This is an optimization exercise on Yosys and OpenROAD, whose aim is small area, a short achievable clock period and few clock cycles per item, not a production implementation. Function was checked by simulation only, so behaviour that the tests miss may differ from the original.

## modular_exponentiation
module modular_exponentiation
#(
   parameter int MODULUS_BITS  = 32,
   parameter int EXPONENT_BITS = 64
) (
   input  logic                      clock,
   input  logic                      reset,
   input  logic                      req_tvalid,
   output logic                      req_tready,
   input  logic [REQ_DATA_WIDTH-1:0] req_tdata,    
   output logic                      rsp_tvalid,
   input  logic                      rsp_tready,
   output logic [RESULT_WIDTH-1:0]   rsp_tdata,    
   input  logic                      csr_psel,
   input  logic                      csr_penable,
   input  logic                      csr_pwrite,
   input  logic [CSR_ADDR_WIDTH-1:0] csr_paddr,
   input  logic [CSR_DATA_WIDTH-1:0] csr_pwdata,
   output logic [CSR_DATA_WIDTH-1:0] csr_prdata,
   output logic                      csr_pready
);
   logic [2:0]               state_ff, state_in;
   logic [1:0]               op_ff, op_in;
   logic [31:0]              modulus_ff, modulus_in;
   logic [31:0]              m_ff, m_in;            
   logic [4:0]               sh_ff, sh_in;          
   logic [32:0]              x_ff, x_in;            
   logic [32:0]              r_ff, r_in;            
   logic [DW-1:0]            sv_ff, sv_in;          
   logic [DW-1:0]            cv_ff, cv_in;
   logic [EXPONENT_BITS-1:0] e_ff, e_in;
   logic [4:0]               cnt_ff, cnt_in;        
   logic                     first_ff, first_in;    
   logic                     pend_ff, pend_in;      
   logic                     one_ff, one_in;        
   logic                     bool_ff, bool_in;      
  ...
==> flow/config.mk <==
export PLATFORM = sky130hd
export DESIGN_NAME = modular_exponentiation
export DESIGN_NICKNAME = modular_exponentiation
export VERILOG_FILES = /design/flow/design.v
export SDC_FILE = /design/flow/constraint.sdc
export NUM_CORES = 4
export LEC_CHECK = 0
export CAP_MARGIN = 20
export CORE_MARGIN = 2
export CORE_UTILIZATION = 40
export SETUP_SLACK_MARGIN = 5
export SLEW_MARGIN = 20
export TNS_END_PERCENT = 5
==> flow/constraint.sdc <==
create_clock -name core_clock -period 10.0 [get_ports {clock}]
set_input_delay 2.0000 -clock core_clock [delete_from_list [all_inputs] [get_ports {clock}]]
set_output_delay 2.0000 -clock core_clock [all_outputs]
set_load 0.01 [all_outputs]
run.sh (not shown) runs the stock make flow with config.mk's settings and CLKGATE_MAP_FILE= SYNTH_SCRIPT=/design/flow/synth_recipe.tcl, a recipe that flattens the netlist after the stock synthesis.
Testbench counts at the start, summed over its fixed seeds: cycles 110,475, items 128.
Change:
- SETUP_SLACK_MARGIN: 5 -> 4.5
- TNS_END_PERCENT: 5 -> unset
Outcome: Register-to-register slack is worse by 70 ps. Count of clock-buffer cells in the layout is lower by 2. Sequential cell count stays the same. Cell count hardly moves. Area after synthesis does not change. Final area grows slightly. Global-route usage rose by 0.76 points.
Change:
- SETUP_SLACK_MARGIN: 4.5 -> 4.0
- TNS_END_PERCENT: unset -> 5
The changed run passed the timing, design-rule and antenna checks.
Final area went down by 3.0%.
Non-clock buffer count came out lower by 22.
Worst setup slack gets worse by 130 ps.
Die area does not change.
Change:
- SETUP_SLACK_MARGIN: 4.0 -> 4.75
- TNS_END_PERCENT: 5 -> 2
Final cell count stays flat. Die area stays the same. Maximum frequency came out higher by a few percent. Cell area stays flat. Setup slack improved by 190 ps. Utilization came out higher by 0.10 points. Global-route usage came out higher by 0.29 points.

========
Starting RTL as in the previous note.
==> flow/config.mk <==
export PLATFORM = sky130hd
export DESIGN_NAME = modular_exponentiation
export DESIGN_NICKNAME = modular_exponentiation
export VERILOG_FILES = /design/flow/design.v
export SDC_FILE = /design/flow/constraint.sdc
export NUM_CORES = 4
export LEC_CHECK = 0
export CAP_MARGIN = 20
export CORE_MARGIN = 2
export CORE_UTILIZATION = 40
export PLACE_DENSITY = 0.7
export SETUP_SLACK_MARGIN = 4.5
export SLEW_MARGIN = 20
export TNS_END_PERCENT = 5
==> flow/constraint.sdc <==
create_clock -name core_clock -period 10.0 [get_ports {clock}]
set_input_delay 2.0000 -clock core_clock [delete_from_list [all_inputs] [get_ports {clock}]]
set_output_delay 2.0000 -clock core_clock [all_outputs]
set_load 0.01 [all_outputs]
Testbench counts at the start, summed over its fixed seeds: cycles 110,475, items 128.
Rerun with:
PLACE_DENSITY = unset   (was 0.7)
Outcome:
- hold slack barely changes
- worst setup slack improved by 0.14 ns
- routed wire length is higher by 2.2%
- register-to-register slack gains 0.14 ns
- die area stays the same
- global-route usage came out higher by 1.4 points

-- re-timing with driven ports --
No port has a modelled driver above. Below, the same layouts with a new extraction and two added sets of constraints. Step 1 assumes that a clkbuf_16 drives the clock port and a buf_2 every other input. Step 2 moves the port delays by t, midway between the first and last clock arrival at a register: inputs arrive t later, outputs are due t later. That takes back most of the time a late clock gives input paths. a / b / c = no drivers / after step 1 / after step 2; a / b = the first two.
run | t, ns | setup slack, ns | slew at the worst register clock pin (ns) | pins driven straight from the clock port
the first run of note 1 | 0.627 | 4.060 / 4.060 / 4.060 | 0.06 / 0.06 | 1
the second run of note 1 | 0.627 | 3.987 / 3.987 / 3.987 | 0.06 / 0.06 | 1
the third run of note 1 | 0.619 | 3.860 / 3.860 / 3.860 | 0.07 / 0.07 | 1
the fourth run of note 1 | 0.623 | 4.051 / 4.051 / 3.611 | 0.06 / 0.06 | 1
the first run of note 2 | 0.641 | 3.913 / 3.913 / 3.418 | 0.07 / 0.07 | 1
the second run of note 2 | 0.626 | 4.051 / 4.051 / 3.649 | 0.06 / 0.06 | 1
After both steps every run listed still meets setup and hold. For the first run of note 2, which loses most, drivers alone change the setup slack by 0.000 ns; drivers and shift together by -0.495 ns.
